From an optimization exercise on the open Yosys and OpenROAD flow, aimed at small area; shortcuts taken in it are not production practice.
The RTL was checked by simulation tests, not by an equivalence proof against the original design.

==> tundra: inputs <==
Design apb_slave_mem, start of the top module:
module apb_slave_mem (
    input  logic        PCLK,
    input  logic        PRESETN,
    input  logic        psel,
    input  logic        penable,
    input  logic        pwrite,
    input  logic [9:0]  paddr,
    input  logic [31:0] pwdata,
    output logic [31:0] prdata,
    output logic        pready,
    output logic        pslverr,
    input  logic        ext_en,
    input  logic        ext_wr,
    input  logic        ext_rd,
    input  logic [9:0]  ext_addr,
    input  logic [31:0] ext_wdata,
    output logic [31:0] ext_rdata
);
Settings: LEC_CHECK=0, CAP_MARGIN=20, CORE_MARGIN=2, CORE_UTILIZATION=45, GPL_ROUTABILITY_DRIVEN=0, PLACE_DENSITY=0.6, SLEW_MARGIN=40, SYNTH_HIERARCHICAL=1; clock period 6.0 ns.
standard.sh (not shown) runs the stock make flow with config.mk's settings and CLKGATE_MAP_FILE= SYNTH_SCRIPT=/design/flow/synth_recipe.tcl, a recipe that flattens the netlist after the stock synthesis.
==> flow/flow/run.sh <==
#!/bin/bash
set -euo pipefail
bash standard.sh \
  "PRE_GLOBAL_PLACE_SKIP_IO_TCL=$PWD/flow/place_array.tcl" \
  "CTS_ARGS=-sink_clustering_enable -repair_clock_nets -dont_use_dummy_load -buf_list {sky130_fd_sc_hd__clkbuf_4} -sink_clustering_size 10 -sink_clustering_max_diameter 30" \
  "BUFFER_PORTS_ARGS=-buffer_cell sky130_fd_sc_hd__buf_2" \
  finish > flow_make.log 2>&1
Other scripts of this flow, unchanged in this note and not shown: flow/flow/place_array.tcl
==> inputs of fjord, as changes to tundra <==
==> flow/flow/run.sh (replaced) <==
#!/bin/bash
set -euo pipefail
bash standard.sh \
  "PRE_GLOBAL_PLACE_SKIP_IO_TCL=$PWD/flow/place_array.tcl" \
  "POST_GLOBAL_PLACE_TCL=$PWD/flow/post_gp.tcl" \
  "CTS_ARGS=-sink_clustering_enable -repair_clock_nets -dont_use_dummy_load -buf_list {sky130_fd_sc_hd__clkbuf_4} -sink_clustering_size 10 -sink_clustering_max_diameter 30" \
  "BUFFER_PORTS_ARGS=-buffer_cell sky130_fd_sc_hd__buf_2" \
  finish > flow_make.log 2>&1
==> flow/flow/post_gp.tcl (new file) <==
# After global placement: rebuild each write data bus (one bit of all 128 words,
# a column of the array) as a small XOR and one strong buffer at the column's
# centre, in place of an upsized XOR and a buffer tree.
proc pgp_is_buf {inst} {
  return [string match "sky130_fd_sc_hd__buf_*" [[$inst getMaster] getName]]
}
proc pgp_out {inst} {
  foreach it [$inst getITerms] { if {[$it isOutputSignal]} { return [$it getNet] } }
  return "NULL"
}
proc pgp_drv {net} {
  foreach it [$net getITerms] { if {[$it isOutputSignal]} { return [$it getInst] } }
  return ""
}
proc pgp_fix_buses {} {
  set db [ord::get_db]
  set block [ord::get_db_block]
  set xmasters [list sky130_fd_sc_hd__xor2_1 sky130_fd_sc_hd__xnor2_1]
  set seen {}
  set n 0
  foreach net [$block getNets] {
    set name [$net getName]
    if {![string match {apb_wd*} $name] && ![string match {ext_wd*} $name]} continue
    set d [pgp_drv $net]
    while {$d ne "" && [pgp_is_buf $d]} { set d [pgp_drv [[lindex [$d getITerms] 0] getNet]]
      foreach it [$d getITerms] {}
    }
    if {$d eq "" || [lsearch -exact $seen [$d getName]] >= 0} continue
    set m [[$d getMaster] getName]
    if {![string match "*xor2_*" $m] && ![string match "*xnor2_*" $m]} continue
    lappend seen [$d getName]
    # collect the buffer tree below the XOR
    set bufs {}
    set front [list [pgp_out $d]]
    while {[llength $front]} {
      set nx {}
      foreach fn $front {
        foreach it [$fn getITerms] {
          if {[$it isOutputSignal]} continue
          set li [$it getInst]
          if {[pgp_is_buf $li]} { lappend bufs [$li getName]; lappend nx [pgp_out $li] }
        }
      }
      set front $nx
    }
    # one at a time: remove_buffers given several instances at once removes every buffer
    foreach bn $bufs {
      set obj [get_cells -quiet $bn]
      if {[llength $obj] == 1} { remove_buffers $obj }
    }
    set onet [pgp_out $d]
    set sx 0; set sy 0; set k 0
    foreach it [$onet getITerms] {
      if {[$it isOutputSignal]} continue
      set bb [[$it getInst] getBBox]
      incr sx [expr {([$bb xMin] + [$bb xMax]) / 2}]; incr sy [expr {([$bb yMin] + [$bb yMax]) / 2}]; incr k
    }
    if {$k < 32} continue
    set dobj [get_cells -quiet [$d getName]]
    if {[llength $dobj] != 1} continue
    if {[string match "*xnor2_*" $m]} { replace_cell $dobj sky130_fd_sc_hd__xnor2_1 } else { replace_cell $dobj sky130_fd_sc_hd__xor2_1 }
    set bname "wdbuf_$n"
    insert_buffer -buffer_cell sky130_fd_sc_hd__buf_8 -net [get_nets [$onet getName]] \
      -location [list [expr {$sx / $k / 1000.0}] [expr {$sy / $k / 1000.0}]] -buffer_name $bname
    set_dont_touch [get_cells $bname]
    set_dont_touch $dobj
    incr n
  }
  puts "post_gp: rebuilt $n write data buses"
}
pgp_fix_buses
==> run_results.csv <==
group,metric,value,unit
power_and_ir_drop,p_int,35.7,mW
power_and_ir_drop,p_leak,61.9,nW
critical_path,endpoint,"last_data_q[6]",
cells_and_area,diodes,70,
run_status,status,"no timing/DRC/antenna violations",
detailed_routing,wl_met3,153000,µm
cells_and_area,syn2layout_area_growth,10.9,%
cells_and_area,seq_area_share,45.6,%
Source of the figures above: tundra

==> run_results.csv <==
group,metric,value,unit
detailed_routing,wl_met3,156000,µm
critical_path,endpoint,"last_data_q[17]",
cells_and_area,seq_area_share,45.8,%
power_and_ir_drop,p_leak,61.8,nW
run_status,status,"no timing/DRC/antenna violations",
cells_and_area,syn2layout_area_growth,10.3,%
Source of the figures above: fjord

## what the ideal ports hide
How much do the figures lean on ideal ports? The routed layouts below were timed once more, with nothing changed but the port constraints. Step 1: set_driving_cell puts a clkbuf_16 on PCLK and a buf_2 on each other input, an assumption about the parent block. Step 2, shift: input delay + t, output delay - t, t = (earliest + latest rising clock arrival at the registers) / 2. This alone moves slack from input paths to output paths. Slacks: ideal ports / drivers / drivers and shift; pairs: ideal ports / drivers.
run | t (ns) | slack for setup (ns) | hold WS [ns] | clock arrival spread, ns | worst data-port slew with drivers (ns)
tundra | 1.749 | 0.845 / 0.787 / -0.962 | 0.088 / 0.018 / 0.488 | 0.165 / 0.164 | 0.25
fjord | 1.754 | 1.023 / 0.973 / -0.780 | 0.180 / 0.107 / 0.487 | 0.221 / 0.221 | 0.25
Met with ideal ports but missed after step 2: setup timing in tundra and fjord. For tundra, which loses most, drivers alone change the setup slack by -0.058 ns; drivers and shift together by -1.807 ns.
